From an optimization exercise on the open Yosys and OpenROAD flow, aimed at small area, a short achievable clock period and few clock cycles per item; shortcuts taken in it are not production practice. At most, simulation tests tie the RTL to the original design; equivalence was not proved.

==> flow/design.v <==
`default_nettype none
package wl_pkg;
  localparam logic [1:0] FMT_GRAY  = 2'd0;
  localparam logic [1:0] FMT_RGB16 = 2'd1;
  localparam logic [1:0] FMT_RGB8  = 2'd2;
  localparam logic [1:0] FMT_RGBA8 = 2'd3;
  localparam logic [1:0] REG_FORMAT = 2'd0;
  localparam logic [1:0] REG_LOW    = 2'd1;
  localparam logic [1:0] REG_HIGH   = 2'd2;
  localparam int RW = 32;
endpackage
`default_nettype wire
`default_nettype none
module wl_pg #(
  parameter int W = 33
) (
  input  wire logic [W-1:0] a,
  input  wire logic [W-1:0] b,
  output logic [W-1:0] p,
  output logic [W-1:0] g
);
  assign p = a ^ b;
  assign g = a & b;
endmodule
module wl_pfx #(
  parameter int W = 33
) (
  input  wire logic [W-1:0] p,
  input  wire logic [W-1:0] g,
  input  wire logic cin,
  output logic [W-1:0] c
);
  localparam int L = W > 32 ? 6 : W > 16 ? 5 : W > 8 ? 4 : W > 4 ? 3 : W > 2 ? 2 : 1;
  logic [L:0][W-1:0] gg, pp;
  assign gg[0] = {g[W-1:1], g[0] | (p[0] & cin)};
  assign pp[0] = p;
  for (genvar l = 0; l < L; l++) begin : g_lv
    for (genvar i = 0; i < W; i++) begin : g_bit
      if (((i >> l) & 1) == 1) begin : g_join
        localparam int J = ((i >> l) << l) - 1;
        assign gg[l+1][i] = gg[l][i] | (pp[l][i] & gg[l][J]);
        assign pp[l+1][i] = pp[l][i] & pp[l][J];
      end else begin : g_pass
        assign gg[l+1][i] = gg[l][i];
        assign pp[l+1][i] = pp[l][i];
      end
    end
  end
  assign c = gg[L];
endmodule
module wl_add #(
  parameter int W = 33
) (
  input  wire logic [W-1:0] a,
  input  wire logic [W-1:0] b,
  input  wire logic cin,
  output logic [W-1:0] s
);
  logic [W-1:0] p, g, c;
  wl_pg #(.W(W)) u_pg (.a(a), .b(b), .p(p), .g(g));
  wl_pfx #(.W(W)) u_pfx (.p(p), .g(g), .cin(cin), .c(c));
  assign s = p ^ {c[W-2:0], cin};
endmodule
module wl_msb #(
  parameter int W = 33
) (
  input  wire logic [W-1:0] a,
  input  wire logic [W-1:0] b,
  input  wire logic cin,
  output logic s
);
  logic [W-1:0] p, g, c;
  wl_pg #(.W(W)) u_pg (.a(a), .b(b), .p(p), .g(g));
  wl_pfx #(.W(W)) u_pfx (.p(p), .g(g), .cin(cin), .c(c));
  assign s = p[W-1] ^ c[W-2];
endmodule
module wl_div_stage (
  input  wire logic clk,
  input  wire logic [wl_pkg::RW:0] dn,
  input  wire logic dneg,
  input  wire logic byp,
  input  wire logic [wl_pkg::RW:0] r_in,
  input  wire logic [7:0] xq_in,
  output logic [wl_pkg::RW:0] r_out,
  output logic [7:0] xq_out
);
  localparam int RW = wl_pkg::RW;
  logic sub;
  logic [RW:0] t, s;
  assign sub = !r_in[RW];
  assign t = {r_in[RW-1:0], xq_in[7]};
  wl_add #(.W(RW+1)) u_add (
    .a(t), .b(dn ^ {(RW+1){sub}}), .cin(sub ^ dneg), .s(s)
  );
  always_ff @(posedge clk) begin
    r_out <= s;
    xq_out <= {xq_in[6:0], byp ? xq_in[7] : !r_in[RW]};
  end
endmodule
`default_nettype wire
`default_nettype none
module window_level_to_rgb8 (
  input  wire logic clk,
  input  wire logic rst,
  input  wire logic cfg_we,
  input  wire logic [1:0] cfg_index,
  input  wire logic [31:0] cfg_data,
  input  wire logic pix_in_valid,
  output logic pix_in_ready,
  input  wire logic [32+16*3+8-1:0] pix_in_data,
  output logic pix_out_valid,
  input  wire logic pix_out_ready,
  output logic [31:0] pix_out_data
);
  localparam int RW = wl_pkg::RW;
  localparam int NST = 7;
  logic [1:0] fmt;
  logic signed [31:0] lo, hi;
  always_ff @(posedge clk) begin
    if (rst) begin
      fmt <= wl_pkg::FMT_GRAY;
      lo <= '0;
      hi <= 32'sd255;
    end else if (cfg_we) begin
      case (cfg_index)
        wl_pkg::REG_FORMAT: fmt <= cfg_data[1:0];
        wl_pkg::REG_LOW:    lo <= cfg_data;
        wl_pkg::REG_HIGH:   hi <= cfg_data;
        default: ;
      endcase
    end
  end
  logic is_gray, is_rgb16, is_rgb8;
  assign is_gray  = fmt == wl_pkg::FMT_GRAY;
  assign is_rgb16 = fmt == wl_pkg::FMT_RGB16;
  assign is_rgb8  = fmt[1];
  logic [RW:0] dw, dn;
  logic dneg, dzero;
  logic [RW:0] dhl;
  wl_add #(.W(RW+1)) u_dhl (.a({hi[31], hi}), .b(~{lo[31], lo}), .cin(1'b1), .s(dhl));
  assign dw = is_rgb8 ? '0 : dhl;
  always_ff @(posedge clk) begin
    dn <= dw ^ {(RW+1){dw[RW]}};
    dneg <= dw[RW];
  end
  assign dzero = dn == '0 && !dneg;
  logic [RW:0] ea;
  logic va, bypa;
  logic [NST:0][RW:0] r;
  logic [NST:0][7:0] xq;
  logic [NST:0] vl, zr, st, byp;
  logic [3:0] hcnt;
  logic hd_end;
  assign hd_end = hcnt == 4'd0;
  logic rmode, out_free, deliver, recirc;
  assign out_free = !pix_out_valid || pix_out_ready;
  assign deliver = vl[NST] && out_free && (!rmode || hd_end);
  assign recirc = vl[NST] && !deliver;
  logic ivld, ilast;
  logic [1:0] iph;
  logic [47:0] ib;
  logic front_free, issue, accept;
  assign front_free = !recirc && !rmode;
  assign issue = ivld && front_free;
  assign pix_in_ready = !ivld || (front_free && ilast);
  assign accept = pix_in_valid && pix_in_ready;
  logic [31:0] gs;
  logic [15:0] ri, gi, bi;
  logic [7:0] ai;
  assign {gs, ri, gi, bi, ai} = pix_in_data;
  always_ff @(posedge clk) begin
    if (rst) begin
      ivld <= 1'b0;
    end else if (pix_in_ready) begin
      ivld <= pix_in_valid;
    end
  end
  always_ff @(posedge clk) begin
    if (pix_in_ready) begin
      iph <= '0;
      ilast <= !is_rgb16;
      if (is_gray) ib <= {16'd0, gs};
      else if (is_rgb16) ib <= {ri, gi, bi};
      else ib <= {16'd0, ri[7:0], gi[7:0], bi[7:0], fmt[0] ? ai : 8'd0};
    end else if (issue) begin
      iph <= iph + 2'd1;
      ilast <= iph == 2'd1;
      ib <= {ib[31:0], 16'd0};
    end
  end
  logic signed [32:0] v;
  logic [RW:0] eb;
  always_comb begin
    if (is_gray) v = {ib[31], ib[31:0]};
    else if (is_rgb16) v = {17'd0, ib[47:32]};
    else v = {1'b0, ib[31:0]};
  end
  wl_add #(.W(RW+1)) u_ea (
    .a(v), .b(is_rgb8 ? '1 : ~{lo[31], lo}), .cin(1'b1), .s(eb)
  );
  logic sl, fs;
  logic [7:0] y;
  logic [31:0] d32;
  assign sl = !r[NST][RW];
  wl_msb #(.W(RW+1)) u_last (
    .a({r[NST][RW-1:0], xq[NST][7]}), .b(dn ^ {(RW+1){sl}}), .cin(sl ^ dneg), .s(fs)
  );
  logic yk1, yk2;
  always_comb begin
    yk1 = 1'b0;
    yk2 = 1'b0;
    if (byp[NST]) begin
      y = {xq[NST][6:0], xq[NST][7]};
      yk1 = xq[NST][7];
    end else if (dzero) y = 8'd128;
    else if (zr[NST]) y = 8'd0;
    else if (st[NST]) begin
      y = 8'd255;
      yk1 = 1'b1;
    end else begin
      y = {xq[NST][5:0], !r[NST][RW], 1'b0};
      yk2 = 1'b1;
    end
    d32 = {r[NST][30:0], xq[NST][7]};
  end
  always_ff @(posedge clk) begin
    if (recirc) ea <= is_rgb8 ? {1'b0, d32} : {22'd0, fs, yk2, yk1, y[7:1], 1'b0};
    else ea <= eb;
    bypa <= recirc;
  end
  logic [RW-1:0] ub;
  logic sb;
  wl_add #(.W(RW)) u_ub (
    .a(ea[RW-1:0]), .b(~{{8{ea[RW]}}, ea[RW-1:8]}),
    .cin(!(dneg || ea[7:0] != 8'd0)), .s(ub)
  );
  wl_msb #(.W(RW+2)) u_sat (
    .a({ea[RW], ea}), .b({1'b0, dn} ^ {(RW+2){!dneg}}), .cin(!dneg), .s(sb)
  );
  always_ff @(posedge clk) begin
    if (is_rgb8 || bypa) begin
      r[0] <= {9'd0, ea[31:8]};
      xq[0] <= is_rgb8 ? ea[7:0] : {ea[7:1], ea[8] | (ea[9] & !ea[10])};
    end else begin
      r[0] <= {1'b0, ub ^ {RW{dneg}}};
      xq[0] <= dneg ? ea[7:0] : -ea[7:0];
    end
    zr[0] <= ea == '0 || (ea[RW] ^ dneg);
    st[0] <= dneg ? sb : !sb;
    byp[0] <= bypa;
  end
  for (genvar k = 0; k < NST; k++) begin : g_div
    wl_div_stage u_div (
      .clk(clk), .dn(dn), .dneg(dneg), .byp(byp[k]),
      .r_in(r[k]), .xq_in(xq[k]),
      .r_out(r[k+1]), .xq_out(xq[k+1])
    );
    always_ff @(posedge clk) begin
      zr[k+1] <= zr[k];
      st[k+1] <= st[k];
      byp[k+1] <= byp[k];
    end
  end
  always_ff @(posedge clk) begin
    if (rst) begin
      va <= 1'b0;
      vl <= '0;
      hcnt <= '0;
      rmode <= 1'b0;
    end else begin
      va <= recirc || issue;
      vl <= {vl[NST-1:0], va};
      rmode <= recirc || (rmode && !(vl[NST] && hd_end));
      if (recirc && (!rmode || hd_end)) hcnt <= 4'(NST + 1);
      else if (hcnt != 4'd0) hcnt <= hcnt - 4'd1;
    end
  end
  logic [1:0] och;
  logic olast;
  assign olast = !is_rgb16 || och == 2'd2;
  always_ff @(posedge clk) begin
    if (rst) och <= '0;
    else if (deliver) och <= olast ? 2'd0 : och + 2'd1;
  end
  logic [31:0] pd;
  logic ok1, ok2, ofs, oy0;
  assign oy0 = ok1 | (ok2 & !ofs);
  always_ff @(posedge clk) begin
    if (deliver) begin
      if (is_gray) pd <= {y, y, y, 8'd0};
      else if (is_rgb16) pd <= {pd[23:16], pd[15:9], oy0, y, 8'd0};
      else pd <= d32;
      ok1 <= yk1;
      ok2 <= yk2;
      ofs <= fs;
    end
  end
  always_comb begin
    pix_out_data = pd;
    if (is_gray) begin
      pix_out_data[24] = oy0;
      pix_out_data[16] = oy0;
      pix_out_data[8] = oy0;
    end else if (is_rgb16) begin
      pix_out_data[8] = oy0;
    end
  end
  always_ff @(posedge clk) begin
    if (rst) pix_out_valid <= 1'b0;
    else if (deliver) pix_out_valid <= olast;
    else if (pix_out_ready) pix_out_valid <= 1'b0;
  end
endmodule
`default_nettype wire
export LEC_CHECK = 0
export CAP_MARGIN = 20
export CORE_MARGIN = 2
export CORE_UTILIZATION = 40
export PLACE_DENSITY = 0.6
export SETUP_SLACK_MARGIN = 2.0
export SLEW_MARGIN = 20
export SYNTH_HIERARCHICAL = 1
create_clock -name core_clock -period 5.0 [get_ports {clk}]
run.sh (not shown) runs the stock make flow with config.mk's settings and CLKGATE_MAP_FILE= SYNTH_SCRIPT=/design/flow/synth_recipe.tcl, a recipe that flattens the netlist after the stock synthesis.
Testbench counts at the start, summed over its fixed seeds: cycles 15,817, items 8,192.
Edit:
--- a/flow/design.v
+++ b/flow/design.v
@@ -205,26 +205,16 @@
   wl_msb #(.W(RW+1)) u_last (
     .a({r[NST][RW-1:0], xq[NST][7]}), .b(dn ^ {(RW+1){sl}}), .cin(sl ^ dneg), .s(fs)
   );
-  logic yk1, yk2;
   always_comb begin
-    yk1 = 1'b0;
-    yk2 = 1'b0;
-    if (byp[NST]) begin
-      y = {xq[NST][6:0], xq[NST][7]};
-      yk1 = xq[NST][7];
-    end else if (dzero) y = 8'd128;
+    if (byp[NST]) y = {xq[NST][6:0], xq[NST][7]};
+    else if (dzero) y = 8'd128;
     else if (zr[NST]) y = 8'd0;
-    else if (st[NST]) begin
-      y = 8'd255;
-      yk1 = 1'b1;
-    end else begin
-      y = {xq[NST][5:0], !r[NST][RW], 1'b0};
-      yk2 = 1'b1;
-    end
+    else if (st[NST]) y = 8'd255;
+    else y = {xq[NST][5:0], !r[NST][RW], !fs};
     d32 = {r[NST][30:0], xq[NST][7]};
   end
   always_ff @(posedge clk) begin
-    if (recirc) ea <= is_rgb8 ? {1'b0, d32} : {22'd0, fs, yk2, yk1, y[7:1], 1'b0};
+    if (recirc) ea <= is_rgb8 ? {1'b0, d32} : {25'd0, y};
     else ea <= eb;
     bypa <= recirc;
   end
@@ -240,7 +230,7 @@
   always_ff @(posedge clk) begin
     if (is_rgb8 || bypa) begin
       r[0] <= {9'd0, ea[31:8]};
-      xq[0] <= is_rgb8 ? ea[7:0] : {ea[7:1], ea[8] | (ea[9] & !ea[10])};
+      xq[0] <= ea[7:0];
     end else begin
       r[0] <= {1'b0, ub ^ {RW{dneg}}};
       xq[0] <= dneg ? ea[7:0] : -ea[7:0];
@@ -282,27 +272,11 @@
     if (rst) och <= '0;
     else if (deliver) och <= olast ? 2'd0 : och + 2'd1;
   end
-  logic [31:0] pd;
-  logic ok1, ok2, ofs, oy0;
-  assign oy0 = ok1 | (ok2 & !ofs);
   always_ff @(posedge clk) begin
     if (deliver) begin
-      if (is_gray) pd <= {y, y, y, 8'd0};
-      else if (is_rgb16) pd <= {pd[23:16], pd[15:9], oy0, y, 8'd0};
-      else pd <= d32;
-      ok1 <= yk1;
-      ok2 <= yk2;
-      ofs <= fs;
-    end
-  end
-  always_comb begin
-    pix_out_data = pd;
-    if (is_gray) begin
-      pix_out_data[24] = oy0;
-      pix_out_data[16] = oy0;
-      pix_out_data[8] = oy0;
-    end else if (is_rgb16) begin
-      pix_out_data[8] = oy0;
+      if (is_gray) pix_out_data <= {y, y, y, 8'd0};
+      else if (is_rgb16) pix_out_data <= {pix_out_data[23:8], y, 8'd0};
+      else pix_out_data <= d32;
     end
   end
   always_ff @(posedge clk) begin
After rerunning:
- via count came out lower by 2.1%
- first-iteration DRC count came out lower by about 5%
- worst setup slack gets worse by 0.28 ns
- sequential cell count came out lower by 3
- final cell count came out lower by 0.99%
No functional check of the RTL was part of the second run of this note.

==> port drivers added, routing unchanged <==
The flow's constraints put no driver on any port. The routed layouts listed below were extracted and timed again, unchanged, in two steps. Step 1 assumes that a clkbuf_16 drives the clock port and a buf_2 every other input. Step 2 moves the port delays by t, midway between the first and last clock arrival at a register: inputs arrive t later, outputs are due t later. That takes back most of the time a late clock gives input paths. Slacks: no drivers / after step 1 / after step 2; pairs: no drivers / after step 1.
run	t (ns)	slack for setup (ns)	worst register clock-pin slew, ns
the first run	0.680	1.994 / 1.957 / 1.854	0.07 / 0.07
the second run	0.671	1.713 / 1.713 / 1.713	0.07 / 0.07
After both steps setup and hold are still met in every run listed. The setup slack of the first run, which loses most, moves by -0.037 ns with the drivers and by -0.140 ns with both steps.
